From an optimization exercise on the open Yosys and OpenROAD flow, aimed at small area, a short achievable clock period and few clock cycles per item; shortcuts taken in it are not production practice.
The RTL was checked by simulation tests, not by an equivalence proof against the original design.

exp/quartz:
Design bilin_simd4_top, start of the top module:
module bilin_simd4_top (
  input  wire logic        clk,
  input  wire logic        rst_n,
  input  wire logic        i_start,
  input  wire logic [15:0] i_in_w,
  input  wire logic [15:0] i_in_h,
  input  wire logic [15:0] i_scale,
  input  wire logic [31:0] i_rd_data,
  output logic             o_busy,
  output logic             o_done,
  output logic [15:0]      o_out_w,
  output logic [15:0]      o_out_h,
  output logic [75:0]      o_rd_addr,
  output logic [3:0]       o_wr_en,
  output logic [75:0]      o_wr_addr,
  output logic [31:0]      o_wr_data
);
  localparam int LANES = 3;
  localparam logic [1:0] ST_IDLE  = 2'd0;
  localparam logic [1:0] ST_SETUP = 2'd1;
  localparam logic [1:0] ST_RUN   = 2'd2;
  localparam logic [1:0] ST_DONE  = 2'd3;
  logic [1:0] st;
  logic [1:0] st_n;
  logic       st_run;
  logic       busy_r;
  logic       done_r;
  assign st_run = st == ST_RUN;
  assign o_busy = busy_r;
  assign o_done = done_r;
  logic [15:0] wr;
  logic [15:0] hr;
  logic [15:0] sr;
  always_ff @(posedge clk) begin
    wr <= i_in_w;
    hr <= i_in_h;
  end
  ...
Size in the first run: roughly 4200 cells after synthesis, roughly 450 flip-flops, ~310 I/O pins, roughly 42000 sq um of cells after synthesis.
export LEC_CHECK = 0
export CAP_MARGIN = 20
export CORE_MARGIN = 2
export CORE_UTILIZATION = 40
export SLEW_MARGIN = 20
create_clock -name core_clock -period 110.0 [get_ports {clk}]
standard.sh (not shown) runs the stock make flow with config.mk's settings and CLKGATE_MAP_FILE= SYNTH_SCRIPT=/design/flow/synth_recipe.tcl, a recipe that flattens the netlist after the stock synthesis.
==> flow/flow/run.sh <==
#!/bin/bash
# Layout flow: the standard ORFS flow, except that the buffers put on
# every input and output port are sky130_fd_sc_hd__buf_1 instead of the
# delay cell that buffer_ports picks by default. Everything else, synthesis
# included, is standard.sh unchanged.
set -euo pipefail
bash standard.sh "BUFFER_PORTS_ARGS=-buffer_cell sky130_fd_sc_hd__buf_1" finish > standard_flow.log 2>&1
exp/quartz: no failed stages, no open violations at the end
Testbench counts of exp/quartz, summed over its fixed seeds: cycles 24,827, items 58,680.
What exp/amber does differently from exp/quartz at the input level:
--- a/flow/config.mk
+++ b/flow/config.mk
@@ -10 +10,4 @@
-export CORE_UTILIZATION = 40
+export CORE_UTILIZATION = 70
+export CTS_CLUSTER_DIAMETER = 70
+export CTS_CLUSTER_SIZE = 30
+export GPL_TIMING_DRIVEN = 0
[summary]
- From exp/quartz to exp/amber the numbers moved as follows: top achievable clock speed now smaller; depth of the critical timing path with buffers and inverters included has increased; final critical-path required period climbed 0.12 ns; area growth from synthesis to final layout went down; cell count down about 8%.
- For the count of buffering cells on the critical path with inverters included, exp/amber came in 1 higher than exp/quartz did.
- When exp/amber is measured against exp/quartz, its count of clock-buffer cells in the layout turns out 46% lower.
- The global router's overall resource usage of exp/amber exceeds that of exp/quartz by 16 points.
- Cell area shrinks slightly when moving from exp/quartz to exp/amber.
diff inputs: exp/amber => exp/delta
--- a/flow/config.mk
+++ b/flow/config.mk
@@ -10 +10 @@
-export CORE_UTILIZATION = 70
+export CORE_UTILIZATION = 60
@@ -12,2 +12 @@
-export CTS_CLUSTER_SIZE = 30
-export GPL_TIMING_DRIVEN = 0
+export CTS_CLUSTER_SIZE = 28
### Flow results
- exp/delta completed every stage of the flow, and the final layout passed the timing, DRC and antenna checks.
- On exp/delta: clock latency on the worst-skew pair is 0.02 ns lower than what exp/amber gave.
- There was hardly any difference in measured slew at the worst slew-check pin between exp/delta and exp/amber.
- When exp/delta is set beside exp/amber, its non-clock buffer count turns out to be 40% smaller.
- Diff exp/delta..exp/amber | sequential cell count | unchanged
- Fraction of the mapped netlist area in compound gates came out exactly the same in exp/delta and exp/amber.
Relative to exp/delta, the following input files were edited for exp/nickel:
--- a/flow/config.mk
+++ b/flow/config.mk
@@ -10,3 +10,3 @@
-export CORE_UTILIZATION = 60
-export CTS_CLUSTER_DIAMETER = 70
-export CTS_CLUSTER_SIZE = 28
+export CORE_UTILIZATION = 40
+export CTS_CLUSTER_DIAMETER = 80
+export CTS_CLUSTER_SIZE = 32
--- outcome ---
Delta (exp/nickel minus exp/delta): global-route usage -9.1 points, detailed-placement wirelength estimate saw an increase, utilization has decreased. In exp/nickel, fraction of standard cell area in multi-input logic is lower than in exp/delta.


== cedar ==
Starting RTL as in the previous note.
export LEC_CHECK = 0
export CAP_MARGIN = 20
export CORE_MARGIN = 2
export CORE_UTILIZATION = 60
export SLEW_MARGIN = 20
create_clock -name core_clock -period 110.0 [get_ports {clk}]
Scripts as last shown in full above: flow/flow/run.sh
In summary, cedar completed successfully, with a layout that passed the timing, DRC and antenna checks.
Testbench counts of cedar, summed over its fixed seeds: cycles 24,827, items 58,680.
--- input diff cedar..onyx ---
Settings: putting CTS_BUF_LIST at sky130_fd_sc_hd__clkbuf_4 sky130_fd_sc_hd__clkbuf_8 sky130_fd_sc_hd__clkbuf_16 where nothing was set.
Notes after the runs:
- Taking cedar as the reference, in onyx relative area change from synthesis to final layout neither gained nor lost much; area after synthesis neither gained nor lost much; total global-route track usage neither gained nor lost much.
- Final-layout non-clock buffer area share: onyx vs cedar, no meaningful difference
- Clock transition at the registers of the reported paths of onyx is on par with cedar.


## south
bilin_simd4_top again, from the RTL that the note above started with.
export LEC_CHECK = 0
export CAP_MARGIN = 20
export CORE_MARGIN = 2
export CORE_UTILIZATION = 40
export SLEW_MARGIN = 20
create_clock -name core_clock -period 110.0 [get_ports {clk}]
==> flow/flow/run.sh <==
#!/bin/bash
# Layout flow: the standard ORFS flow, except that the buffers put on
# every input and output port are sky130_fd_sc_hd__buf_2 instead of the
# delay cell that buffer_ports picks by default. Everything else, synthesis
# included, is standard.sh unchanged.
set -euo pipefail
bash standard.sh "BUFFER_PORTS_ARGS=-buffer_cell sky130_fd_sc_hd__buf_2" finish > standard_flow.log 2>&1
Testbench counts of south, summed over its fixed seeds: cycles 24,827, items 58,680.
--- input diff south..north ---
- CORE_UTILIZATION changed from 40 to 70
- CTS_CLUSTER_SIZE newly set to 30
- CTS_CLUSTER_DIAMETER newly set to 70
==> flow/flow/run.sh <==
#!/bin/bash
# Layout flow: the standard ORFS flow, except that the buffers put on
# every input and output port are sky130_fd_sc_hd__buf_1 instead of the
# delay cell that buffer_ports picks by default. Everything else, synthesis
# included, is standard.sh unchanged.
set -euo pipefail
bash standard.sh "BUFFER_PORTS_ARGS=-buffer_cell sky130_fd_sc_hd__buf_1" finish > standard_flow.log 2>&1
Findings:
The final reports for north and south show worst-case hold slack higher in the former. north: clock period minus final worst setup slack is 12 ps lower than what south reported. Taking south as the reference, in north summed area of non-filler cells in the final layout dropped 0.0018 mm²; fraction of met2 tracks used by global routing shows an increase of 24 points.


Another version of the RTL of bilin_simd4_top (not shown whole).
Size: ~4300 cells after synthesis, about 450 flip-flops, roughly 310 I/O pins, roughly 43000 sq um of cells after synthesis.
// bilin_simd4_top
module bilin_simd4_top (
  input  wire logic        clk,
  input  wire logic        rst_n,
  input  wire logic        i_start,
  input  wire logic [15:0] i_in_w,
  input  wire logic [15:0] i_in_h,
  input  wire logic [15:0] i_scale,
  input  wire logic [31:0] i_rd_data,
  output logic             o_busy,
  output logic             o_done,
  output logic [15:0]      o_out_w,
  output logic [15:0]      o_out_h,
  output logic [75:0]      o_rd_addr,
  output logic [3:0]       o_wr_en,
  output logic [75:0]      o_wr_addr,
  output logic [31:0]      o_wr_data
);
export LEC_CHECK = 0
export CAP_MARGIN = 20
export CORE_MARGIN = 2
export CORE_UTILIZATION = 40
export CTS_BUF_LIST = sky130_fd_sc_hd__clkbuf_8
export CTS_CLUSTER_DIAMETER = 50
export CTS_CLUSTER_SIZE = 24
export SLEW_MARGIN = 20
create_clock -name core_clock -period 110.0 [get_ports {clk}]
run.sh (not shown) runs the stock make flow with config.mk's settings and CLKGATE_MAP_FILE= SYNTH_SCRIPT=/design/flow/synth_recipe.tcl, a recipe that flattens the netlist after the stock synthesis.
Stock flow here: none of the scripts above is used.
Testbench counts at the start, summed over its fixed seeds: cycles 24,827, items 58,680.
Rerun with:
==> flow/flow/run.sh (new file) <==
#!/bin/bash
# Layout flow: the standard ORFS flow, except that the buffers put on
# every input and output port are sky130_fd_sc_hd__buf_2 instead of the
# delay cell that buffer_ports picks by default. Everything else, synthesis
# included, is standard.sh unchanged.
set -euo pipefail
bash standard.sh "BUFFER_PORTS_ARGS=-buffer_cell sky130_fd_sc_hd__buf_2" finish > standard_flow.log 2>&1
==> flow/standard.sh (new file) <==
#!/bin/bash
# synth_recipe.tcl (not shown) runs the flow's synth.tcl, then flattens the netlist and writes it again
# the make line also repeats each setting of config.mk as NAME=value (left out here)
make -C /OpenROAD-flow-scripts/flow DESIGN_CONFIG=/design/flow/config.mk WORK_HOME=/design/flow/orfs CLKGATE_MAP_FILE= SYNTH_SCRIPT=/design/flow/synth_recipe.tcl "${@:-finish}"
--- a/flow/config.mk
+++ b/flow/config.mk
@@ -9,6 +9,3 @@
 export CORE_MARGIN = 2
 export CORE_UTILIZATION = 40
-export CTS_BUF_LIST = sky130_fd_sc_hd__clkbuf_8
-export CTS_CLUSTER_DIAMETER = 50
-export CTS_CLUSTER_SIZE = 24
 export SLEW_MARGIN = 20
removed: flow/run.sh
- The new run finished with timing, DRC and antenna clean
- core utilization decreases by 0.96 points
- wire length decreases by 0.82%
- maximum frequency increases by 2.5%
- setup slack is better by 0.58 ns
- clock skew decreases by 0.048 ns
- die area stays the same
- register-to-register slack barely changes
- hold slack is worse by 0.016 ns
- cell count stays flat
- clock-buffer cell count increases by 2

[what the ideal ports hide]
The results above use ideal ports. As a check the final layouts listed here were re-extracted and re-timed, cells and wires unchanged.
Step 1 sets driving cells, clkbuf_16 on the clock port and buf_2 on the other inputs (assumed; they add their load-dependent delay and slew).
Step 2 adds t to the input delays and takes it off the output delays; t is the mean of the earliest and latest rising clock arrival at the registers after step 1. Input paths then give back, and output paths get back, about the clock's delay inside the block.
Three values: ideal ports, drivers, drivers and shift; two values: the first two.
| run | shift t [ns] | slack for setup (ns) | slew at the worst register clock pin (ns) |
|---|---|---|---|
| exp/quartz | 0.708 | 86.711 / 86.640 / 87.086 | 0.07 / 0.07 |
| exp/amber | 0.647 | 86.589 / 86.524 / 86.918 | 0.11 / 0.11 |
| exp/delta | 0.650 | 86.770 / 86.701 / 87.066 | 0.10 / 0.10 |
| exp/nickel | 0.679 | 86.711 / 86.641 / 87.100 | 0.12 / 0.12 |
| cedar | 0.676 | 86.784 / 86.715 / 87.032 | 0.07 / 0.07 |
| onyx | 0.675 | 86.774 / 86.705 / 87.040 | 0.07 / 0.07 |
| south | 0.699 | 86.744 / 86.681 / 87.025 | 0.07 / 0.07 |
| north | 0.682 | 86.756 / 86.692 / 87.017 | 0.11 / 0.11 |
| the first run of note 4 | 0.848 | 86.158 / 86.092 / 86.894 | 0.11 / 0.11 |
| the second run of note 4 | 0.721 | 86.733 / 86.662 / 87.226 | 0.08 / 0.08 |
After both steps setup and hold are still met in every run listed.
